From an optimization exercise on the open Yosys and OpenROAD flow, aimed at small area, a short achievable clock period and few clock cycles per item; shortcuts taken in it are not production practice. The RTL was checked by simulation tests, not by an equivalence proof against the original design. Power figures rest on the tool's default switching activity, not on a simulated workload.

`flow/config.mk`:
```
export PLATFORM = sky130hd
export DESIGN_NAME = bounded_deque_with_positional_ops
export DESIGN_NICKNAME = bounded_deque_with_positional_ops
export VERILOG_FILES = /design/flow/design.v
export SDC_FILE = /design/flow/constraint.sdc
export NUM_CORES = 4
export LEC_CHECK = 0
export CAP_MARGIN = 20
export CORE_MARGIN = 2
export CORE_UTILIZATION = 40
export CTS_BUF_LIST = sky130_fd_sc_hd__clkbuf_4 sky130_fd_sc_hd__clkbuf_8
export CTS_CLUSTER_SIZE = 20
export PLACE_DENSITY = 0.6
export SETUP_SLACK_MARGIN = 3.3
export SLEW_MARGIN = 20
export TNS_END_PERCENT = 10
```
`flow/constraint.sdc`:
```
create_clock -name core_clock -period 6.0 [get_ports {clock}]
set_input_delay 1.2000 -clock core_clock [delete_from_list [all_inputs] [get_ports {clock}]]
set_output_delay 1.2000 -clock core_clock [all_outputs]
set_load 0.01 [all_outputs]
```
`flow/design.v`:
```
`default_nettype none
package bdq_pkg;
   localparam int DEPTH = 16;
   localparam int IDX_W = $clog2(DEPTH);
   localparam int CNT_W = $clog2(DEPTH + 1);
   localparam int WORD_W = 32;
   localparam int MIN_K = 2;
   typedef logic signed [WORD_W-1:0] word_type;
   typedef enum logic [2:0] {
      OP_PUSH_TAIL = 3'd0,
      OP_PUSH_HEAD = 3'd1,
      OP_INSERT_AT = 3'd2,
      OP_POP_TAIL  = 3'd3,
      OP_POP_HEAD  = 3'd4,
      OP_DELETE_AT = 3'd5,
      OP_FIND_MIN  = 3'd6
   } op_type;
   typedef enum logic [1:0] {
      ST_OK    = 2'd0,
      ST_FULL  = 2'd1,
      ST_EMPTY = 2'd2,
      ST_POS   = 2'd3
   } status_type;
   typedef struct packed {
      word_type         result_value;
      logic [IDX_W-1:0] result_position;
      logic [CNT_W-1:0] entry_count;
      logic             is_empty;
      status_type       status;
   } rsp_type;
   typedef struct packed {
      logic             do_ins;      
      logic             do_del;      
      logic             do_min;      
      logic             scan_start;  
      logic             scan_read;   
      logic             scan_cmp;    
      logic             scan_done;   
      logic             strobe;      
      logic [IDX_W-1:0] pos;         
      logic [IDX_W-1:0] slot;        
      logic             wrap;        
      logic [IDX_W-1:0] rd_slot;     
      status_type       status;
   } ctl_cmd_type;
endpackage
`default_nettype wire
`default_nettype none
import bdq_pkg::*;
module bdq_ctrl
(
   input  wire logic          clock,
   input  wire logic          reset,
   input  wire logic          start,
   input  wire logic [39:0]   req_in,
   input  wire logic          min_hit,
   input  wire bdq_pkg::word_type rd_word,
   output bdq_pkg::ctl_cmd_type cmd,
   output bdq_pkg::word_type  req_value,
   output logic [IDX_W-1:0]   gm1,
   output logic [CNT_W-1:0]   count,
   output logic               busy
);
   bdq_pkg::word_type   val_ff;
   logic                ins_ok_ff;
   logic                del_ok_ff;
   logic                min_ok_ff;
   bdq_pkg::status_type status_ff;
   logic [IDX_W-1:0]    pos_ff;
   logic [IDX_W-1:0]    slot_ff;
   logic                wrap_ff;
   logic                pend_ff;
   logic [IDX_W-1:0]    gm1_ff;
   logic [CNT_W-1:0]    count_ff;
   logic                scan_ff;
   logic [CNT_W-1:0]    rd_left_ff;
   logic                accept;
   logic                fire;
   logic                miss;
   logic                scan_last;
   logic [CNT_W-1:0]    count_in;
   logic [CNT_W-1:0]    count_nx;
   logic [IDX_W-1:0]    gm1_nx;
   assign fire      = pend_ff;
   assign miss      = min_ok_ff && !min_hit;
   assign scan_last = scan_ff && (rd_left_ff == '0);
   assign busy      = miss || (scan_ff && !scan_last);
   assign accept    = start && !busy;
   always_comb begin
      count_in = count_ff;
      if (ins_ok_ff) begin
         count_in = count_ff + CNT_W'(1);
      end else if (del_ok_ff) begin
         count_in = count_ff - CNT_W'(1);
      end
   end
   assign count_nx = count_in;
   assign gm1_nx   = ins_ok_ff ? gm1_ff - IDX_W'(1) : gm1_ff;
   logic [2:0]          op_in;
   logic [CNT_W-1:0]    pos_in;
   logic                fired_ins;
   logic                fired_del;
   logic                is_full;
   logic                is_none;
   logic                ins_ok;
   logic                del_ok;
   logic                min_ok;
   logic                ins_bad;
   logic                del_bad;
   logic [IDX_W-1:0]    pos_dec;
   bdq_pkg::status_type op_status;
   logic [IDX_W:0]      tsum_ff;
   logic [IDX_W:0]      tsum_nx;
   logic [IDX_W-1:0]    base_ins;
   logic [IDX_W:0]      base_del;
   logic [IDX_W:0]      sum_ins_at;
   logic [IDX_W:0]      sum_del_at;
   logic [IDX_W:0]      slot_sum;
   assign op_in     = req_in[39:37];
   assign pos_in    = req_in[CNT_W-1:0];
   assign fired_ins = ins_ok_ff;
   assign fired_del = del_ok_ff;
   always_comb begin
      tsum_nx = tsum_ff;
      if (fired_ins) begin
         if (gm1_ff == '0) begin
            tsum_nx = tsum_ff + (IDX_W+1)'(DEPTH);
         end
      end else if (fired_del) begin
         tsum_nx = tsum_ff - (IDX_W+1)'(1);
      end
   end
   assign base_ins   = fired_ins ? gm1_ff - IDX_W'(1) : gm1_ff;
   assign base_del   = !fired_ins ? {1'b0, gm1_ff} + (IDX_W+1)'(1) :
                       (gm1_ff == '0) ? (IDX_W+1)'(DEPTH) : {1'b0, gm1_ff};
   assign sum_ins_at = {1'b0, base_ins} + {1'b0, pos_in[IDX_W-1:0]};
   assign sum_del_at = base_del + {1'b0, pos_in[IDX_W-1:0]};
   always_comb begin
      if (fired_ins) begin
         ins_bad = (pos_in > count_ff + CNT_W'(1));
         del_bad = (pos_in > count_ff);
      end else if (fired_del) begin
         ins_bad = (pos_in >= count_ff);
         del_bad = (pos_in >= count_ff - CNT_W'(1));
      end else begin
         ins_bad = (pos_in > count_ff);
         del_bad = (pos_in >= count_ff);
      end
   end
   always_comb begin
      is_full   = count_nx[CNT_W-1];
      is_none   = (count_nx == '0);
      ins_ok    = 1'b0;
      del_ok    = 1'b0;
      min_ok    = 1'b0;
      pos_dec   = '0;
      slot_sum  = base_del;
      op_status = ST_OK;
      case (op_in)
         OP_PUSH_TAIL, OP_PUSH_HEAD, OP_INSERT_AT: begin
            if (op_in == OP_PUSH_TAIL) begin
               pos_dec  = count_nx[IDX_W-1:0];
               slot_sum = tsum_nx;
            end else if (op_in == OP_PUSH_HEAD) begin
               slot_sum = {1'b0, base_ins};
            end else begin
               pos_dec  = pos_in[IDX_W-1:0];
               slot_sum = sum_ins_at;
            end
            if (is_full) begin
               op_status = ST_FULL;
            end else if (op_in == OP_INSERT_AT && ins_bad) begin
               op_status = ST_POS;
            end else begin
               ins_ok = 1'b1;
            end
         end
         OP_POP_TAIL, OP_POP_HEAD, OP_DELETE_AT: begin
            if (op_in == OP_POP_TAIL) begin
               pos_dec  = count_nx[IDX_W-1:0] - IDX_W'(1);
               slot_sum = tsum_nx;
            end else if (op_in == OP_DELETE_AT) begin
               pos_dec  = pos_in[IDX_W-1:0];
               slot_sum = sum_del_at;
            end
            if (is_none) begin
               op_status = ST_EMPTY;
            end else if (op_in == OP_DELETE_AT && del_bad) begin
               op_status = ST_POS;
            end else begin
               del_ok = 1'b1;
            end
         end
         OP_FIND_MIN: begin
            if (is_none) begin
               op_status = ST_EMPTY;
            end else begin
               min_ok = 1'b1;
            end
         end
         default: begin
            op_status = ST_OK;
         end
      endcase
   end
   always_ff @(posedge clock) begin
      if (!cmd.scan_read) begin
         val_ff    <= req_in[36:5];
         ins_ok_ff <= accept && !reset && ins_ok;
         del_ok_ff <= accept && !reset && del_ok;
         min_ok_ff <= accept && !reset && min_ok;
         status_ff <= op_status;
         pos_ff    <= pos_dec;
         slot_ff   <= slot_sum[IDX_W-1:0];
         wrap_ff   <= slot_sum[IDX_W];
      end else if (cmd.scan_read) begin
         val_ff    <= rd_word;
         pos_ff    <= miss ? '0 : pos_ff + IDX_W'(1);
         slot_ff   <= slot_ff + IDX_W'(1);    
         ins_ok_ff <= 1'b0;
         del_ok_ff <= 1'b0;
         min_ok_ff <= 1'b0;
      end
   end
   always_ff @(posedge clock) begin
      if (reset) begin
         pend_ff <= 1'b0;
         count_ff <= '0;
         gm1_ff   <= '1;
         tsum_ff  <= (IDX_W+1)'(DEPTH - 1);
         scan_ff  <= 1'b0;
      end else begin
         pend_ff  <= accept;
         count_ff <= count_nx;
         gm1_ff   <= gm1_nx;
         tsum_ff  <= tsum_nx;
         if (miss) begin
            scan_ff <= 1'b1;
         end else if (scan_last) begin
            scan_ff <= 1'b0;
         end
      end
   end
   always_ff @(posedge clock) begin
      if (miss) begin
         rd_left_ff <= count_ff - CNT_W'(1);
      end else if (scan_ff && !scan_last) begin
         rd_left_ff <= rd_left_ff - CNT_W'(1);
      end
   end
   assign cmd.do_ins     = ins_ok_ff;
   assign cmd.do_del     = del_ok_ff;
   assign cmd.do_min     = min_ok_ff && min_hit;
   assign cmd.scan_start = miss;
   assign cmd.scan_read  = miss || (scan_ff && !scan_last);
   assign cmd.scan_cmp   = scan_ff;
   assign cmd.scan_done  = scan_last;
   assign cmd.strobe     = (fire && !miss) || scan_last;
   assign cmd.pos        = pos_ff;
   assign cmd.slot       = slot_ff;
   assign cmd.wrap       = wrap_ff;
   assign cmd.rd_slot    = slot_ff;
   assign cmd.status     = status_ff;
   assign req_value = val_ff;
   assign gm1       = gm1_ff;
   assign count     = count_ff;
endmodule
`default_nettype wire
`default_nettype none
import bdq_pkg::*;
module bdq_datapath
(
   input  wire logic        clock,
   input  wire logic        reset,
   input  wire bdq_pkg::word_type req_value,
   input  wire bdq_pkg::ctl_cmd_type cmd,
   input  wire logic [IDX_W-1:0] gm1,
   input  wire logic [CNT_W-1:0] count,
   output logic             min_hit,
   output bdq_pkg::word_type rd_word,
   output logic             rsp_strobe,
   output bdq_pkg::rsp_type rsp_data
);
   bdq_pkg::word_type cells_ff [DEPTH];
   bdq_pkg::rsp_type  rsp_ff;
   logic              strobe_ff;
   for (genvar g = 0; g < DEPTH; g++) begin : g_cell
      localparam int NEXT = (g + 1) % DEPTH;
      logic ge_gm1;
      logic le_gm1;
      logic ge_slot;
      logic in_ins;
      logic in_del;
      logic take_next;
      logic take_new;
      assign ge_gm1  = (IDX_W'(g) >= gm1);
      assign le_gm1  = (IDX_W'(g) <= gm1);
      assign ge_slot = (IDX_W'(g) >= cmd.slot);
      assign in_ins  = cmd.wrap ? (ge_gm1 || !ge_slot) : (ge_gm1 && !ge_slot);
      assign in_del  = cmd.wrap ? (ge_slot && le_gm1) : (ge_slot || le_gm1);
      assign take_next = (cmd.do_ins && in_ins) || (cmd.do_del && in_del);
      assign take_new  = cmd.do_ins && (IDX_W'(g) == cmd.slot);
      always_ff @(posedge clock) begin
         cells_ff[g] <= ({WORD_W{take_next}} & cells_ff[NEXT]) |
                        ({WORD_W{take_new}} & req_value) |
                        ({WORD_W{!take_next && !take_new}} & cells_ff[g]);
      end
   end
   always_comb begin
      rd_word = '0;
      for (int s = 0; s < DEPTH; s++) begin
         rd_word = rd_word | ({WORD_W{cmd.rd_slot == IDX_W'(s)}} & cells_ff[s]);
      end
   end
   logic [MIN_K-1:0]  lv_ff;
   bdq_pkg::word_type lval_ff [MIN_K];
   logic [IDX_W-1:0]  lpos_ff [MIN_K];
   logic              lall_ff;
   bdq_pkg::word_type x;
   logic [IDX_W-1:0]  xpos;
   logic              offer;
   logic [MIN_K-1:0]  ahead;
   logic [MIN_K-1:0]  hit;
   logic [MIN_K-1:0]  gone;      
   logic [IDX_W-1:0]  pos_adj [MIN_K];
   assign x     = req_value;
   assign xpos  = cmd.pos;
   assign offer = cmd.do_ins || cmd.scan_cmp;
   for (genvar i = 0; i < MIN_K; i++) begin : g_cmp
      assign ahead[i] = lv_ff[i] &&
                        ({!lval_ff[i][WORD_W-1], lval_ff[i][WORD_W-2:0], lpos_ff[i]} <
                         {!x[WORD_W-1], x[WORD_W-2:0], xpos});
      assign hit[i]   = lv_ff[i] && (lpos_ff[i] == cmd.pos);
      if (i == 0) begin : g_gone0
         assign gone[i] = hit[i];
      end else begin : g_gonen
         assign gone[i] = hit[i] || gone[i-1];
      end
      always_comb begin
         pos_adj[i] = lpos_ff[i];
         if (cmd.do_ins && (lpos_ff[i] >= cmd.pos)) begin
            pos_adj[i] = lpos_ff[i] + IDX_W'(1);
         end else if (cmd.do_del && (lpos_ff[i] > cmd.pos)) begin
            pos_adj[i] = lpos_ff[i] - IDX_W'(1);
         end
      end
   end
   logic new0;     
   logic new1;     
   assign new0    = offer && !ahead[0] && (lall_ff || lv_ff[0]);
   assign new1    = offer && ahead[0] && !ahead[1] && (lall_ff || lv_ff[1]);
   assign min_hit = lv_ff[0];
   always_ff @(posedge clock) begin
      if (reset || cmd.scan_start) begin
         lv_ff   <= '0;
         lall_ff <= 1'b1;
      end else if (offer) begin
         if (new0) begin
            lv_ff <= {lv_ff[0], 1'b1};
         end else if (new1) begin
            lv_ff[1] <= 1'b1;
         end
         lall_ff <= lall_ff && !lv_ff[1];
      end else if (cmd.do_del) begin
         if (gone[0]) begin
            lv_ff[0] <= lv_ff[1];
         end
         if (gone[1]) begin
            lv_ff[1] <= 1'b0;
         end
      end
   end
   always_ff @(posedge clock) begin
      lpos_ff[0] <= pos_adj[0];
      lpos_ff[1] <= pos_adj[1];
      if (new0) begin
         lval_ff[0] <= x;
         lpos_ff[0] <= xpos;
         lval_ff[1] <= lval_ff[0];
         lpos_ff[1] <= pos_adj[0];
      end else if (new1) begin
         lval_ff[1] <= x;
         lpos_ff[1] <= xpos;
      end else if (cmd.do_del && gone[0]) begin
         lval_ff[0] <= lval_ff[1];
         lpos_ff[0] <= pos_adj[1];
      end
   end
   logic [WORD_W-1:0] rsp_value_ff;
   logic [IDX_W-1:0]  rsp_pos_ff;
   bdq_pkg::status_type rsp_status_ff;
   always_ff @(posedge clock) begin
      rsp_value_ff <= '0;
      rsp_pos_ff   <= '0;
      if (cmd.do_del) begin
         rsp_value_ff <= rd_word;
         rsp_pos_ff   <= cmd.pos;
      end else if (cmd.do_min) begin
         rsp_value_ff <= lval_ff[0];
         rsp_pos_ff   <= lpos_ff[0];
      end else if (cmd.scan_done) begin
         rsp_value_ff <= ahead[0] ? lval_ff[0] : x;
         rsp_pos_ff   <= ahead[0] ? lpos_ff[0] : xpos;
      end
      rsp_status_ff <= cmd.status;
   end
   assign rsp_ff.result_value    = rsp_value_ff;
   assign rsp_ff.result_position = rsp_pos_ff;
   assign rsp_ff.entry_count     = count;
   assign rsp_ff.is_empty        = (count == '0);
   assign rsp_ff.status          = rsp_status_ff;
   always_ff @(posedge clock) begin
      if (reset) begin
         strobe_ff <= 1'b0;
      end else begin
         strobe_ff <= cmd.strobe;
      end
   end
   assign rsp_strobe = strobe_ff;
   assign rsp_data   = rsp_ff;
endmodule
`default_nettype wire
`default_nettype none
import bdq_pkg::*;
module bounded_deque_with_positional_ops
(
   input  wire logic    clock,
   input  wire logic    reset,
   input  wire logic    start,
   output logic         busy,
   input  wire logic [39:0] req_data,
   output logic         rsp_strobe,
   output logic [43:0] rsp_data
);
   bdq_pkg::ctl_cmd_type cmd;
   bdq_pkg::word_type    req_value;
   bdq_pkg::rsp_type     rsp_word;
   logic [IDX_W-1:0]     gm1;
   logic [CNT_W-1:0]     count;
   logic                 min_hit;
   bdq_pkg::word_type    rd_word;
   assign rsp_data = rsp_word;
   bdq_ctrl u_ctrl (
      .clock     (clock),
      .reset     (reset),
      .start     (start),
      .req_in    (req_data),
      .min_hit   (min_hit),
      .rd_word   (rd_word),
      .cmd       (cmd),
      .req_value (req_value),
      .gm1       (gm1),
      .count     (count),
      .busy      (busy)
   );
   bdq_datapath u_datapath (
      .clock      (clock),
      .reset      (reset),
      .req_value  (req_value),
      .cmd        (cmd),
      .gm1        (gm1),
      .count      (count),
      .min_hit    (min_hit),
      .rd_word    (rd_word),
      .rsp_strobe (rsp_strobe),
      .rsp_data   (rsp_word)
   );
endmodule
`default_nettype wire
```
`flow/run.sh`:
```
#!/bin/bash
# synth_recipe.tcl (not shown) runs the flow's synth.tcl, then flattens the netlist and writes it again
# the make line also repeats each setting of config.mk as NAME=value (left out here)
make -C /OpenROAD-flow-scripts/flow DESIGN_CONFIG=/design/flow/config.mk WORK_HOME=/design/flow/orfs CLKGATE_MAP_FILE= SYNTH_SCRIPT=/design/flow/synth_recipe.tcl finish
```
==> results of run 1 <==
[final cells by class]
class                      instances  area (um2)  area share
antenna                            4        10.0    0.000255
multi-input combinational       2751       17400       0.442
timing repair inverter             1        7.51    0.000191
sequential                       693       14700       0.376
inverter                          81         319     0.00813
timing repair buffer             276        2830      0.0720
clock buffer                     192        2380      0.0607
clock inverter                    23         253     0.00644
tap                             1070        1340      0.0341
[cell usage in the layout (no fill, tap or decap), types with 44 or more instances in the layout]
cell               n
nand4_1           45
nor2b_1           45
inv_1             70
buf_4            141
a21oi_1          122
ha_1             104
nand2_1          988
a22oi_1          643
edfxtp_1          72
o21ai_0           44
dfxtp_1          575
nor2_1           119
nand3_1           61
a221o_1           65
clkdlybuf4s50_1   85
clkbuf_8         150
a221oi_1          67
[worst max-delay path: stages (launching register included)]
cell and delay (ps):
dfxtp_2 480, nor2_1 550, and2_2 830, buf_4 550, a22oi_1 180, nand3_1 140, nor2_1 90, a21oi_1 330
[layer usage]
metal	vias to the layer above	track usage
li1	14100	-
met1	15900	0.461
met2	2936	0.507
met3	715	0.112
met4	6	0.226
met5	-	0.00397
[path summary, 6_finish.rpt]
kind	start	to	slack, ps	cells past startpoint
max	u_ctrl.slot_ff[2]$_DFF_P_	u_datapath.rsp_value_ff[27]$_DFF_P_	2720	7
min	u_ctrl.status_ff[0]$_DFFE_PP_	u_datapath.rsp_status_ff[0]$_DFF_P_	350	0
max reg2reg	u_ctrl.slot_ff[2]$_DFF_P_	u_datapath.rsp_value_ff[27]$_DFF_P_	2720	7
min reg2reg	u_ctrl.status_ff[0]$_DFFE_PP_	u_datapath.rsp_status_ff[0]$_DFF_P_	350	0
[registers in the layout (all words and copies together), names as in the netlist, 4 cells and up]
name                     cells
u_ctrl.tsum_ff               5
u_datapath.lpos_ff           8
u_ctrl.pos_ff                4
u_ctrl.val_ff               32
u_datapath.cells_ff        512
u_ctrl.gm1_ff                4
u_datapath.rsp_value_ff     32
u_ctrl.rd_left_ff            5
u_datapath.rsp_pos_ff        4
u_ctrl.slot_ff               4
u_datapath.lval_ff          64
u_ctrl.count_ff              5
[what timing repair did]
action                     4_1_cts  5_1_grt
setup endpoints to repair      777      773
pin swaps                       27        7
gates cloned                    12        0
gates resized for setup        151       41
hold buffers                     0        0
buffers inserted                71       20
hold endpoints to repair         0        0
[per-stage QoR]
step                      cell area (um2)   util  hold WS (ps)
after global placement              34800  0.426           341
after floorplan                     33000      -           323
final                               39200  0.480           352
after global routing                39200  0.480           356
after detailed placement            34800  0.426           335
after CTS                           38800  0.475           355
[cells by family (layout without fill, tap and decap cells)]
logic type      after synthesis  count (layout)  share of synthesized area
other cells                   0               4                          0
mux                          38              38                     0.0129
compound gates             1127            1129                      0.251
xor+xnor                     35              35                    0.00934
buf+inv                     431             573                     0.0508
simple gates               1413            1415                      0.181
fa+ha+maj                   134             134                     0.0501
flops                       693             693                      0.445
[power groups by stage]
stage	Sequential, mW	Clock (mW)	Combinational (mW)
2_1_floorplan	6.97	0	1.98
3_3_place_gp	7.45	0	2.68
3_5_place_dp	7.44	0	2.75
4_1_cts	7.31	4.77	2.99
5_1_grt	7.51	4.98	3.41
6_report	7.40	4.78	3.14
==> results.yml, run 1 <==
status:
  status: "finished clean"
synth:
  yosysMostFrequentCell: "nand2_1"
  netlist_area_um2: 32800
  synthArstFlopShare: 0
  synthTopCellsByCount: "nand2_1, a22oi_1, dfxtp_1"
  synth_area_leader_cell: "dfxtp_1"
  ys_types: 69
  synthTopCellsByArea: "dfxtp_1, a22oi_1, nand2_1"
  synth_top_area_frac: 0.379
  ys_seq_area_frac: 0.445
  syn_nets: 4029
  ys.warnings.count: 6
  ys_ff_latch: 693
  synth_ff_type: "dfxtp_1"
  synth.avg_cell_area_um2: 8.48
  postSynthCellCount: 3871
  synth_edf_count: 72
power_and_ir_drop:
  intPower_mw: 10.0
  powerDensity_nw_per_um2: 391
  design_power_total_mw: 15.3
  comb_power_share: 0.205
  switching_share: 0.347
  p_leak_nw: 16.5
  switchingPower_mw: 5.32
  pwr-share-seq: 0.483
  ir_worst_vdd_uv: 183
  clockPowerShare: 0.312
route:
  wl_per_cell_um: 30.7
  dr_total_vias: 33700
  antenna_left: 0
  drc: 0
  wl_met2_mm: 64.0
  dr.pass1.iters: 10
  highest_layer: "met5"
  met3_length_mm: 23.0
  drtIter0Drc: 5979
  m1WireLength_mm: 58.2
  vias_per_cell: 6.62
  wirelength_mm: 156
floorplan:
  dieArea_um2: 84300
  pin_count: 89
  die_w_um: 290
  initial_core_util: 0.402
  core_region_area_um2: 81700
  fp.dieH_um: 290
  num_rows: 105
sta:
  timing.setup.tns_ps: 0
  slew_viol_final: 0
  maxSlewHeadroom: 0.362
  finalSetupViolCount: 0
  fin_crit_ps: 3280
  max_freq_mhz: 305
  rsz0062_at_grt: "yes"
  post-route-period-util: 0.546
  tightest_slew_ps: 954
  setup_slack_ps: 2720
  hold_viol: 0
  clock_skew_ps: 40.0
clock_tree:
  cts_max_level: 3
  clk_latency_ps: 790
  cts_tree: "yes"
  numCtsBuffers: 114
  cts_root_buf: "clkbuf_8"
  cts.sinks: 693
  clockBufferDepth: 3
  cts.clk_slew.worst_paths_ps: 60
setup_path:
  crit_type: "register to register"
  required_ps: 6650
  cp-start-kind: "register"
  crit_path_end_kind: "register"
  crit_path_max_fanout: 23
  crit_arrival_ps: 3930
min_path:
  hold_class: "register to register"
place:
  port_buffers: 88
  place_ws_ps: 1480
  dp.cells: 4769
  hpwlAfterDp_mm: 83.1
  gp_congestion: 0.936
global_routing:
  gr-usage-all-layers: 0.355
  antenna_found_initial: 5
  grt_pass1_wl_mm: 220
  grt_pass1_vias: 31300
  overflow: 0
  grt_max_degree: 57
layout:
  final_nets: 4076
  fillCellCount: 7779
  drive_above_1_share: 0.145
  stdcell_count: 5091
  syn_to_final_growth_pct: 19.5
run:
  drv_cap: 0
Testbench counts, summed over its fixed seeds: cycles 8,712, items 8,000.
==> run 2, diff against run 1 <==
--- a/flow/config.mk
+++ b/flow/config.mk
@@ -13,3 +13,3 @@
 export PLACE_DENSITY = 0.6
-export SETUP_SLACK_MARGIN = 3.3
+export SETUP_SLACK_MARGIN = 3.6
 export SLEW_MARGIN = 20
==> run 2 against run 1 <==
Critical path depth is the same; worst hold slack is essentially flat; clock power is essentially flat; worst setup slack gained 1.7 ps; power grew 0.75%; critical endpoint unchanged; largest cell class unchanged.
==> results.yml, run 2 <==
clock_tree:
  cts.sinks: 693
  clockBufferDepth: 3
  cts_max_level: 3
  cts.clk_slew.worst_paths_ps: 60
  numCtsBuffers: 114
  clk_latency_ps: 780
  cts_root_buf: "clkbuf_8"
  cts_tree: "yes"
power_and_ir_drop:
  powerDensity_nw_per_um2: 387
  ir_worst_vdd_uv: 184
  p_leak_nw: 16.8
  design_power_total_mw: 15.4
min_path:
  hold_path_startpoint: "u_ctrl.status_ff[0]$_DFFE_PP_"
  hold_class: "register to register"
setup_path:
  cp-start-kind: "register"
  startpoint: "u_ctrl.slot_ff[2]$_DFF_P_"
  crit_arrival_ps: 3910
  crit_path_end_kind: "register"
  required_ps: 6640
  reg2reg_from: "u_ctrl.slot_ff[2]$_DFF_P_"
  crit_path_max_fanout: 24
  reg2reg_slack_ps: 2720
  crit_type: "register to register"
synth:
  synth_top_area_frac: 0.379
  netlist_area_um2: 32800
  syn_nets: 4029
  synth_edf_count: 72
  postSynthCellCount: 3871
  synth_ff_type: "dfxtp_1"
  synth.avg_cell_area_um2: 8.48
  ys_types: 69
  yosysMostFrequentCell: "nand2_1"
  synthArstFlopShare: 0
  synth_area_leader_cell: "dfxtp_1"
  ys_ff_latch: 693
  ys_seq_area_frac: 0.445
  ys.warnings.count: 6
  synthTopCellsByCount: "nand2_1, a22oi_1, dfxtp_1"
  synthTopCellsByArea: "dfxtp_1, a22oi_1, nand2_1"
route:
  drc: 0
  wirelength_mm: 161
  vias_per_cell: 6.66
  dr_total_vias: 34200
  drtIter0Drc: 6027
  dr.pass1.iters: 9
  wl_per_cell_um: 31.4
  antenna_left: 0
global_routing:
  top_usage_layer: "met2"
  gr-usage-all-layers: 0.355
  overflow: 0
  gr-usage-met3: 0.112
  grtUsageMet2: 0.507
  grt_pass1_vias: 31300
  antenna_found_initial: 6
  grt_pass1_wl_mm: 221
  gr-usage-met1: 0.461
  grt_max_degree: 57
sta:
  setup_slack_ps: 2720
  max_freq_mhz: 305
  post-route-period-util: 0.546
  hold_viol: 0
  tightest_slew_ps: 951
  clock_skew_ps: 40.6
  rsz0062_at_grt: "yes"
  slew_viol_final: 0
  fin_crit_ps: 3280
  timing.setup.tns_ps: 0
  maxSlewHeadroom: 0.365
  finalSetupViolCount: 0
layout:
  syn_to_final_growth_pct: 21.4
  mostFrequentLayoutCells: "nand2_1, a22oi_1, dfxtp_1"
  final_nets: 4111
  largest_reg_flops: 512
  fillCellCount: 7714
  final_common_cell: "nand2_1"
  regMostFlops: "u_datapath.cells_ff"
  top_regs: "u_datapath.cells_ff x512, u_datapath.lval_ff x64"
  drive_above_1_share: 0.157
  design_area_um2: 39900
floorplan:
  num_rows: 105
  dieArea_um2: 84300
  fp.dieH_um: 290
  core_region_area_um2: 81700
  die_w_um: 290
  initial_core_util: 0.402
  pin_count: 89
place:
  port_buffers: 88
  gp_congestion: 0.936
  placed_cell_area_um2: 34800
  hpwlAfterDp_mm: 83.1
  place_ws_ps: 1480
status:
  status: "finished clean"
run:
  drv_cap: 0
[run 2: cell type report]
class	instances	area, um2	share of cell area
multi-input combinational	2752	17500	0.438
sequential	693	14800	0.370
timing repair buffer	310	3320	0.0833
clock buffer	192	2380	0.0597
tap	1070	1340	0.0336
inverter	81	324	0.00813
clock inverter	23	253	0.00634
antenna	7	17.5	0.000440
timing repair inverter	1	7.51	0.000188
[run 2: critical path: stages, from the launching register on]
cell and delay (ps):
dfxtp_4 460, nor2_1 540, and2_2 850, buf_4 550, a22oi_1 170, nand3_1 130, nor2_1 90, a21oi_1 350
[run 2: worst paths after layout]
path,to,depth (start not counted)
worst max register to register,u_datapath.rsp_value_ff[27]$_DFF_P_,7
worst min register to register,u_datapath.rsp_status_ff[0]$_DFF_P_,0
worst min-delay path,u_datapath.rsp_status_ff[0]$_DFF_P_,0
worst max-delay path,u_datapath.rsp_value_ff[27]$_DFF_P_,7
[run 2: layer usage]
| layer | routed length [um] | vias to the layer above | share of wire |
|---|---|---|---|
| li1 | - | 14200 | - |
| met1 | 59500 | 16100 | 0.37 |
| met2 | 64900 | 3045 | 0.40 |
| met3 | 23900 | 793 | 0.15 |
| met4 | 12800 | 8 | 0.080 |
| met5 | 94 | - | 0.00058 |
[run 2: what timing repair did]
item,in CTS,in global routing
setup endpoints to repair,781,778
hold buffers,0,0
resized for setup,152,89
hold endpoints to repair,0,0
pin swaps,27,14
cloned,12,10
setup buffers,71,45
[run 2: cells by family (layout without fill, tap and decap cells)]
family / Yosys count / after routing / share of synthesized area
other: 0 / 7 / 0
flip-flops: 693 / 693 / 0.445
AO/OA/AOI/OAI: 1127 / 1129 / 0.251
adder cells (fa/ha/maj): 134 / 134 / 0.0501
multiplexers: 38 / 38 / 0.0129
AND/OR/NAND/NOR: 1413 / 1416 / 0.181
XOR/XNOR: 35 / 35 / 0.00934
buffers and inverters: 431 / 607 / 0.0508
[run 2: metrics by stage]
step	hold slack, ps	util	std cells
after global routing	356	0.488	5124
after global placement	341	0.426	4769
final	352	0.488	5129
after CTS	355	0.475	5067
after floorplan	323	-	3871
after detailed placement	335	0.426	4769
[run 2: report_power, final]
group	total, mW	switching, mW	leakage, nW	internal (mW)
Combinational	3.24	1.97	9.63	1.27
Clock	4.79	2.12	1.40	2.68
Sequential	7.41	1.30	5.76	6.11
==> run 3, diff against run 2 <==
--- a/flow/config.mk
+++ b/flow/config.mk
@@ -9,7 +9,5 @@
 export CORE_MARGIN = 2
-export CORE_UTILIZATION = 40
-export CTS_BUF_LIST = sky130_fd_sc_hd__clkbuf_4 sky130_fd_sc_hd__clkbuf_8
-export CTS_CLUSTER_SIZE = 20
-export PLACE_DENSITY = 0.6
-export SETUP_SLACK_MARGIN = 3.6
+export CORE_UTILIZATION = 45
+export PLACE_DENSITY = 0.65
+export SETUP_SLACK_MARGIN = 3.5
 export SLEW_MARGIN = 20
==> run 3 against run 2 <==
Routed wire length shrank 4.3%; combinational power is essentially flat; area after synthesis is the same; worst setup slack gained 53 ps; via count grew 0.39%; highest routed layer unchanged; sequential power is essentially flat; now fails the layout checks on max-capacitance violations, max-slew violations.
==> results.yml, run 3 <==
sta:
  tightest_slew_ps: 1640
  post-route-period-util: 0.537
  fin_hold_ws_ps: 345
  finalSetupViolCount: 0
  hold_viol: 0
  slew_viol_final: 13
  max_freq_mhz: 310
  timing.setup.tns_ps: 0
  rsz0062_at_grt: "yes"
  fin_crit_ps: 3220
  clock_skew_ps: 33.7
  maxSlewHeadroom: -0.0911
setup_path:
  crit_arrival_ps: 3700
  slowest_stage: "or4b_4"
  max_stage_delay_ps: 530
  worstPathCellList: "ha_1 > a21o_1 > a21oi_1 > nor2_1 > or4b_4 > a21oi_4 > buf_12 > a32o_4 > a221oi_1 > a21oi_1"
  cp-start-kind: "register"
  crit_top_cell: "a21oi_1"
  required_ps: 6470
  crit_path_end_kind: "register"
  crit_path_max_fanout: 5
  crit_type: "register to register"
route:
  vias_per_cell: 6.92
  drc: 0
  dr_total_vias: 34300
  wl_per_cell_um: 31.1
  antenna_left: 0
  drtIter0Drc: 6073
  dr.pass1.iters: 8
  wirelength_mm: 154
floorplan:
  fp.dieH_um: 274
  core_region_area_um2: 72600
  initial_core_util: 0.452
  num_rows: 99
  pin_count: 89
  die_w_um: 274
  dieArea_um2: 75100
layout:
  syn_to_final_growth_pct: 21.5
  fillCellCount: 6368
  drive_above_1_share: 0.154
  regMostFlops: "u_datapath.cells_ff"
  final_nets: 4093
  final_common_cell: "nand2_1"
  stdcell_count: 4956
  top_regs: "u_datapath.cells_ff x512, u_datapath.lval_ff x64"
  largest_reg_flops: 512
  mostFrequentLayoutCells: "nand2_1, a22oi_1, dfxtp_1"
synth:
  synth.avg_cell_area_um2: 8.48
  synthAdderAreaFrac: 0.0501
  ys_ff_latch: 693
  netlist_area_um2: 32800
  synthArstFlopShare: 0
  synth_area_leader_cell: "dfxtp_1"
  synth_top_area_frac: 0.379
  postSynthCellCount: 3871
  yosysMostFrequentCell: "nand2_1"
  syn_nets: 4029
  synth_ff_type: "dfxtp_1"
  synth-compound-area-share: 0.251
  ys_types: 69
  synth_xor_xnor_area_share: 0.00934
  synthTopCellsByCount: "nand2_1, a22oi_1, dfxtp_1"
  ys.warnings.count: 6
  synth_top_family_by_area: "compound AO/OA/AOI/OAI gates"
  synth_edf_count: 72
  synthTopCellsByArea: "dfxtp_1, a22oi_1, nand2_1"
  synth-simple-area-share: 0.181
  synth_mux_area_frac: 0.0129
  ys_seq_area_frac: 0.445
clock_tree:
  clk_latency_ps: 640
  numCtsBuffers: 74
  cts_max_level: 3
  clockBufferDepth: 3
  holdBufCountCts: 0
  cts.sinks: 693
  cts.clk_slew.worst_paths_ps: 60
  cts_tree: "yes"
  cts_root_buf: "clkbuf_16"
global_routing:
  overflow: 0
  gr-usage-all-layers: 0.388
  grt_max_degree: 52
  antenna_found_initial: 4
  grt_pass1_vias: 30900
  grt_pass1_wl_mm: 213
place:
  dp.cells: 4660
  hpwlAfterDp_mm: 81.4
  gp_congestion: 0.962
  port_buffers: 88
status:
  so.violations: "max-capacitance violations, max-slew violations"
  status: "failed layout checks"
power_and_ir_drop:
  powerDensity_nw_per_um2: 384
  ir_worst_vdd_uv: 265
  p_leak_nw: 16.8
run:
  drv_cap: 1
min_path:
  hold_class: "register to register"
## run 3: cell counts after synthesis
No cell type changed its count.
## run 3: final timing paths
check	end	slack (ps)	start	cells past startpoint
min reg2reg	u_datapath.rsp_status_ff[1]$_DFF_P_	340	u_ctrl.status_ff[1]$_DFFE_PP_	0
max reg2reg	u_datapath.rsp_value_ff[31]$_DFF_P_	2780	u_datapath.lval_ff[0][1]$_DFFE_PP_	10
max	u_datapath.rsp_value_ff[31]$_DFF_P_	2780	u_datapath.lval_ff[0][1]$_DFFE_PP_	10
min	u_datapath.rsp_status_ff[1]$_DFF_P_	340	u_ctrl.status_ff[1]$_DFFE_PP_	0
## run 3: worst max-delay path, delay by kind of cell, from the launching register on
family                     cells  cell delay, ps
AOI/OAI and AO/OA              6            1480
and+or+nand+nor                2             600
buffers and inverters          1             160
adders and majority gates      1             340
DFF                            1             470
## run 3: cell families after synthesis
logic type      after synthesis
flops                       693
fa+ha+maj                   134
compound gates             1127
xor+xnor                     35
buf+inv                     431
simple gates               1413
mux                          38
## run 3: final cells by class
type                       count  area [um2]  share of cell area
multi-input combinational   2755       17800               0.446
inverter                      81         325             0.00816
timing repair buffer         329        3380              0.0847
timing repair inverter         1        7.51            0.000188
sequential                   693       14800               0.370
clock buffer                 111        2180              0.0547
tap                          959        1200              0.0301
antenna                        6        15.0            0.000377
clock inverter                21         205             0.00515
## run 3: routing by layer
metal  track usage  wire (um)  vias up  share of wire
li1              -          -    14200              -
met1         0.491      55800    16200           0.36
met2         0.550      61900     3096           0.40
met4         0.240      11600        2          0.075
met5       0.00257         54        -        0.00035
met3         0.152      25000      841           0.16
## run 3: per-stage QoR
stage          power, mW  setup WS, ps  utilization  area (um2)
2_1_floorplan       8.95          2970            -       33000
3_3_place_gp        10.1          1530        0.479       34700
3_5_place_dp        10.2          1520        0.479       34700
4_1_cts             14.9          2820        0.532       38600
5_1_grt             15.8          2760        0.549       39900
6_report            15.3          2780        0.549       39900
## run 3: timing repair
item                                    4_1_cts  5_1_grt
gates resized for setup                     163      182
buffers inserted                             85       50
pin swaps                                    30       31
gates cloned                                 14        9
endpoints found under the setup margin      779      783
## run 3: power by group
part	switching [mW]	total, mW	internal, mW
clock network	1.99	4.64	2.65
registers	1.31	7.42	6.11
logic	1.99	3.26	1.28
total	5.28	15.3	10.0
==> run 4, diff against run 3 <==
--- a/flow/config.mk
+++ b/flow/config.mk
@@ -11,3 +11,3 @@
 export PLACE_DENSITY = 0.65
-export SETUP_SLACK_MARGIN = 3.5
+export SETUP_SLACK_MARGIN = 3.3
 export SLEW_MARGIN = 20
==> run 4 against run 3 <==
The run now finishes clean; first-iteration DRC count fell by 2.9%; flip-flop and latch count did not move; core utilization fell by 0.58 points; routed wire length fell by 0.85%; clock-buffer cell count did not move.
==> results.yml, run 4 <==
floorplan:
  initial_core_util: 0.452
  num_rows: 99
  core_region_area_um2: 72600
  die_w_um: 274
  fp.dieH_um: 274
  dieArea_um2: 75100
  pin_count: 89
min_path:
  hold_class: "register to register"
synth:
  ys.warnings.count: 6
  ys_types: 69
  yosysMostFrequentCell: "nand2_1"
  syn_nets: 4029
  synthArstFlopShare: 0
  synthTopCellsByCount: "nand2_1, a22oi_1, dfxtp_1"
  synth.avg_cell_area_um2: 8.48
  synth_top_area_frac: 0.379
  synth_area_leader_cell: "dfxtp_1"
  ys_ff_latch: 693
  synth_ff_type: "dfxtp_1"
  postSynthCellCount: 3871
  synthTopCellsByArea: "dfxtp_1, a22oi_1, nand2_1"
  netlist_area_um2: 32800
  ys_seq_area_frac: 0.445
  synth_edf_count: 72
power_and_ir_drop:
  powerDensity_nw_per_um2: 387
  p_leak_nw: 16.6
  switching_share: 0.345
  pwr-share-seq: 0.486
  comb_power_share: 0.210
  ir_worst_vdd_uv: 265
  clockPowerShare: 0.304
  intPower_mw: 10.0
  switchingPower_mw: 5.27
setup_path:
  crit_buf_inv: 4
  crit_arrival_ps: 3560
  cp-start-kind: "register"
  crit_type: "register to register"
  required_ps: 6350
  cpLargestDelayFamily: "compound AO/OA/AOI/OAI gates"
  max_stage_delay_ps: 530
  crit_path_max_fanout: 8
  slowest_stage: "or4b_4"
  worstPathCellList: "ha_1 > a21o_1 > a21oi_1 > nor2_1 > or4b_4 > a21oi_4 > buf_6 > buf_6 > buf_6 > buf_6 > o21ai_4 > a21o_4"
  crit_top_cell: "buf_6"
  crit_path_end_kind: "register"
global_routing:
  grt_pass1_vias: 30900
  overflow: 0
  grt_pass1_wl_mm: 213
  gr-usage-all-layers: 0.388
  grt_max_degree: 52
  antenna_found_initial: 4
place:
  hpwlAfterDp_mm: 81.4
  port_buffers: 88
  placed_cell_area_um2: 34700
  gp_congestion: 0.962
clock_tree:
  clk_latency_ps: 650
  cts.clk_slew.worst_paths_ps: 60
  cts.sinks: 693
  cts_root_buf: "clkbuf_16"
  cts_tree: "yes"
  holdBufCountCts: 0
  cts_max_level: 3
  clockBufferDepth: 3
  numCtsBuffers: 74
layout:
  regArea_um2: 14800
  mostFrequentLayoutCells: "nand2_1, a22oi_1, dfxtp_1"
  multi_input_area_um2: 17700
  design_area_um2: 39400
  regMostFlops: "u_datapath.cells_ff"
  final_common_cell: "nand2_1"
  largest_reg_flops: 512
  syn_to_final_growth_pct: 20.2
  final_nets: 4073
  drive_above_1_share: 0.145
  top_regs: "u_datapath.cells_ff x512, u_datapath.lval_ff x64"
  fillCellCount: 6415
sta:
  post-route-period-util: 0.533
  hold_viol: 0
  fin_crit_ps: 3200
  max_freq_mhz: 312
  clock_skew_ps: 35.8
  maxSlewHeadroom: 0.141
  rsz0062_at_grt: "yes"
  timing.setup.tns_ps: 0
  tightest_slew_ps: 1290
  finalSetupViolCount: 0
  slew_viol_final: 0
route:
  dr_total_vias: 34100
  drc: 0
  wl_per_cell_um: 31.0
  vias_per_cell: 6.91
  antenna_left: 0
  dr.pass1.iters: 20
  wirelength_mm: 153
  drtIter0Drc: 5897
run:
  drv_cap: 0
status:
  status: "finished clean"
==> run 4: worst reg2reg max path, cell delays in order (launching register included) <==
cell	delay, ps
edfxtp_1	460
ha_1	340
a21o_1	170
a21oi_1	180
nor2_1	70
or4b_4	530
a21oi_4	300
buf_6	150
buf_6	90
buf_6	90
buf_6	90
o21ai_4	90
a21o_4	340
==> run 4: layout make-up <==
type                       count  share of cell area
inverter                      81             0.00809
multi-input combinational   2754               0.448
tap                          959              0.0304
clock inverter                21             0.00520
timing repair inverter         1            0.000190
timing repair buffer         310              0.0780
clock buffer                 111              0.0553
sequential                   693               0.374
antenna                        4            0.000254
==> run 4: path summary, 6_finish.rpt <==
path                                               to  cells past startpoint  slack, ps                          startpoint
setup / recovery  u_datapath.lval_ff[0][28]$_DFFE_PP_                     12       2800  u_datapath.lval_ff[0][1]$_DFFE_PP_
hold / removal    u_datapath.rsp_status_ff[1]$_DFF_P_                      0        340       u_ctrl.status_ff[1]$_DFFE_PP_
setup reg to reg  u_datapath.lval_ff[0][28]$_DFFE_PP_                     12       2800  u_datapath.lval_ff[0][1]$_DFFE_PP_
hold reg to reg   u_datapath.rsp_status_ff[1]$_DFF_P_                      0        340       u_ctrl.status_ff[1]$_DFFE_PP_
==> run 4: what timing repair did <==
item	4_1_cts	5_1_grt
setup endpoints to repair	731	739
pin swaps	30	27
resized for setup	163	128
setup buffers	85	34
cloned	14	5
==> run 4: cells by family (layout without fill, tap and decap cells) <==
kind of cell | after synthesis | in the layout | synth area share
AO/OA/AOI/OAI | 1127 | 1131 | 0.251
XOR/XNOR | 35 | 35 | 0.00934
adder cells (fa/ha/maj) | 134 | 134 | 0.0501
buffers and inverters | 431 | 524 | 0.0508
flip-flops | 693 | 693 | 0.445
multiplexers | 38 | 38 | 0.0129
other | 0 | 4 | 0
AND/OR/NAND/NOR | 1413 | 1416 | 0.181
==> run 4: through the flow <==
| stage | worst slack (ps) | power (mW) | cells | utilization | hold WS (ps) |
|---|---|---|---|---|---|
| final | 2800 | 15.3 | 4934 | 0.543 | 344 |
| after CTS | 2820 | 14.9 | 4891 | 0.532 | 344 |
| after detailed placement | 1520 | 10.2 | 4660 | 0.479 | 330 |
| after global routing | 2780 | 15.8 | 4930 | 0.543 | 367 |
| after floorplan | 2970 | 8.95 | 3871 | - | 323 |
| after global placement | 1530 | 10.1 | 4660 | 0.479 | 331 |
==> run 4: power groups by stage <==
stage / sequential, mW / combinational, mW / clock (mW)
detailed placement: 7.45 / 2.72 / 0
global placement: 7.46 / 2.65 / 0
floorplan: 6.97 / 1.98 / 0
finish: 7.42 / 3.21 / 4.64
CTS: 7.32 / 2.94 / 4.61
global route: 7.52 / 3.46 / 4.80
==> run 4: routing by layer <==
layer,part of all wire,up-vias,global-route usage
li1,-,14100,-
met1,0.36,16000,0.491
met2,0.40,3132,0.550
met3,0.16,866,0.152
met4,0.077,11,0.240
met5,0.00067,-,0.00257
==> run 5, diff against run 4 <==
--- a/flow/config.mk
+++ b/flow/config.mk
@@ -11,4 +11,4 @@
 export PLACE_DENSITY = 0.65
-export SETUP_SLACK_MARGIN = 3.3
+export SETUP_SLACK_MARGIN = 3.4
 export SLEW_MARGIN = 20
-export TNS_END_PERCENT = 10
+export TNS_END_PERCENT = 20
==> run 5 against run 4 <==
Sequential power hardly changed; flip-flop and latch count unchanged; global-route usage hardly changed; worst setup slack worse by 140 ps; routed wire length decreased by 0.47%; worst hold slack better by 3.3 ps; area after synthesis is the same; combinational power is 6% higher; critical path type unchanged; largest power group unchanged.
==> results.yml, run 5 <==
status:
  status: "finished clean"
floorplan:
  fp.dieH_um: 274
  pin_count: 89
  core_region_area_um2: 72600
  dieArea_um2: 75100
  num_rows: 99
  die_w_um: 274
  initial_core_util: 0.452
layout:
  drive_above_1_share: 0.161
  design_area_um2: 40100
  diodes: 0
  regMostFlops: "u_datapath.cells_ff"
  syn_to_final_growth_pct: 22.1
  top_regs: "u_datapath.cells_ff x512, u_datapath.lval_ff x64"
  final_nets: 4083
  largest_reg_flops: 512
  stdcell_count: 4936
  mostFrequentLayoutCells: "nand2_1, a22oi_1, dfxtp_1"
  final_common_cell: "nand2_1"
place:
  place_ws_ps: 1320
  placed_cell_area_um2: 34600
  port_buffers: 88
  dp.cells: 4649
  gp_congestion: 0.884
  hpwlAfterDp_mm: 76.8
synth:
  syn_nets: 4029
  synth_top_area_frac: 0.379
  synth_area_leader_cell: "dfxtp_1"
  yosysMostFrequentCell: "nand2_1"
  synthTopCellsByArea: "dfxtp_1, a22oi_1, nand2_1"
  ys_types: 69
  synth_ff_type: "dfxtp_1"
  synthArstFlopShare: 0
  synthTopCellsByCount: "nand2_1, a22oi_1, dfxtp_1"
  ys_ff_latch: 693
  synth.avg_cell_area_um2: 8.48
  ys_seq_area_frac: 0.445
  synth_edf_count: 72
  netlist_area_um2: 32800
  ys.warnings.count: 6
  postSynthCellCount: 3871
min_path:
  whs_path_depth: 0
  hold_path_end: "u_datapath.rsp_status_ff[0]$_DFF_P_"
  hold_path_startpoint: "u_ctrl.status_ff[0]$_DFFE_PP_"
  hold_class: "register to register"
global_routing:
  grt_pass1_wl_mm: 214
  grt_max_degree: 68
  antenna_found_initial: 0
  gr-usage-all-layers: 0.387
  grt_pass1_vias: 31200
  overflow: 0
setup_path:
  cp-start-kind: "register"
  crit_type: "register to register"
  reg2reg_slack_ps: 2660
  r2r_cells: 14
  timing.rr.end: "u_datapath.rsp_value_ff[27]$_DFF_P_"
  crit_arrival_ps: 3790
  reg2reg_from: "u_datapath.lval_ff[0][30]$_DFFE_PP_"
  crit_path_max_fanout: 7
  crit_path_end_kind: "register"
  required_ps: 6450
power_and_ir_drop:
  clockPowerShare: 0.299
  intPower_mw: 10.0
  powerDensity_nw_per_um2: 384
  design_power_total_mw: 15.4
  switchingPower_mw: 5.38
  pwr-share-seq: 0.481
  comb_power_share: 0.221
  p_leak_nw: 16.8
  ir_worst_vdd_uv: 334
  switching_share: 0.350
route:
  dr.pass1.iters: 8
  vias_per_cell: 6.82
  drc: 0
  drtIter0Drc: 6119
  dr_total_vias: 33700
  antenna_left: 0
  wirelength_mm: 152
  wl_per_cell_um: 30.9
sta:
  max_freq_mhz: 299
  rsz0062_at_grt: "yes"
  maxSlewHeadroom: 0.123
  clock_skew_ps: 28.4
  hold_viol: 0
  slew_viol_final: 0
  post-route-period-util: 0.557
  tightest_slew_ps: 1310
  finalSetupViolCount: 0
  timing.setup.tns_ps: 0
  fin_crit_ps: 3340
  setup_slack_ps: 2660
clock_tree:
  numCtsBuffers: 73
  cts_max_level: 3
  cts.clk_slew.worst_paths_ps: 60
  clk_latency_ps: 640
  cts_root_buf: "clkbuf_16"
  holdBufCountCts: 0
  clockBufferDepth: 3
  cts.sinks: 693
  cts_tree: "yes"
run:
  drv_cap: 0
run 5: final cells by class:
class,count,area [um2]
repair inverters,1,7.51
well taps,959,1200
fillers,6354,32500
repair buffers,321,3420
inverters,81,325
flip-flops and latches,693,14800
multi-input cells,2754,18000
clock inverters,13,91.3
clock buffers,114,2270
run 5: power groups by stage:
stage	logic, mW	registers, mW	clock network, mW
CTS	3.12	7.30	4.57
global route	3.65	7.50	4.74
floorplan	1.98	6.97	0
global placement	2.65	7.46	0
detailed placement	2.73	7.46	0
finish	3.39	7.40	4.60
run 5: repair_timing:
item / CTS / global route
buffers inserted: 109 / 26
pin swaps: 54 / 35
endpoints found under the hold margin: 0 / 0
endpoints found under the setup margin: 765 / 776
gates cloned: 24 / 1
resized for setup: 251 / 120
run 5: kinds of logic (layout without fill, tap and decap cells):
kind of cell	count (synthesis)	after routing	synth area share
simple gates	1413	1417	0.181
buf+inv	431	530	0.0508
mux	38	38	0.0129
compound gates	1127	1130	0.251
fa+ha+maj	134	134	0.0501
xor+xnor	35	35	0.00934
flops	693	693	0.445
run 5: stage by stage:
step	hold slack, ps	util
detailed placement	339	0.477
floorplan	323	-
global route	359	0.552
global placement	340	0.477
CTS	353	0.543
finish	347	0.552
run 5: routing by layer:
metal  track usage  vias to the layer above  wire length [um]
li1              -                    14100                 -
met1         0.480                    15800             54800
met2         0.564                     2958             63000
met3         0.129                      801             22500
met4         0.273                        0             12100
met5             0                        -                 0
run 5: how the worst max path moves through the flow:
| stage | startpoint | to | slack [ps] | depth (start not counted) |
|---|---|---|---|---|
| final | u_datapath.lval_ff[0][30]$_DFFE_PP_ | u_datapath.rsp_value_ff[27]$_DFF_P_ | 2660 | 14 |
| after global routing | u_datapath.lval_ff[0][1]$_DFFE_PP_ | u_datapath.rsp_value_ff[22]$_DFF_P_ | 2570 | 14 |
| after CTS | u_ctrl.rd_left_ff[0]$_DFFE_PN_ | busy | 2850 | 7 |
| after detailed placement | u_ctrl.val_ff[9]$_DFF_P_ | u_datapath.lval_ff[1][10]$_DFFE_PP_ | 1320 | 10 |
| after global placement | u_ctrl.val_ff[9]$_DFF_P_ | u_datapath.lval_ff[1][9]$_DFFE_PP_ | 1300 | 10 |
| after floorplan | u_ctrl.val_ff[4]$_DFF_P_ | u_datapath.lval_ff[1][0]$_DFFE_PP_ | 2970 | 12 |
run 5: critical path: stages, from the launching register on:
cell	delay, ps
edfxtp_1	430
ha_4	310
nand4_1	240
buf_4	240
nor2_4	100
nand2_2	90
o211ai_1	280
a21oi_4	60
buf_12	160
buf_6	130
buf_12	120
a32o_4	390
buf_16	190
a221oi_4	300
a21oi_1	100

## afterwards: timing with drivers on the ports
The results above use ideal ports. As a check the final layouts listed here were re-extracted and re-timed, cells and wires unchanged.
Step 1 (the two cells are an assumption about what drives the block):
set clk [get_ports {clock}]
set_driving_cell -lib_cell sky130_fd_sc_hd__clkbuf_16 $clk
set_driving_cell -lib_cell sky130_fd_sc_hd__buf_2 [delete_from_list [all_inputs] $clk]
Step 2, shift: input delay + t, output delay - t, t = (earliest + latest rising clock arrival at the registers) / 2. This alone moves slack from input paths to output paths.
Slacks: ideal / step 1 / step 2; pairs: ideal / step 1.
run	t, ns	setup WS [ns]	hold slack, ns	clock arrival spread, ns	cell pins on the clock port's net
run 1	0.832	2.723 / 2.678 / 2.037	0.352 / 0.352 / 0.352	0.040 / 0.040	1
run 2	0.824	2.725 / 2.682 / 2.075	0.352 / 0.352 / 0.352	0.042 / 0.042	1
run 3	0.691	2.778 / 2.775 / 2.344	0.345 / 0.345 / 0.345	0.034 / 0.034	1
run 4	0.695	2.799 / 2.784 / 2.301	0.344 / 0.344 / 0.344	0.038 / 0.038	1
run 5	0.692	2.656 / 2.656 / 2.656	0.347 / 0.347 / 0.347	0.029 / 0.029	1
For run 1, which loses most, drivers alone change the setup slack by -0.045 ns; drivers and shift together by -0.686 ns.
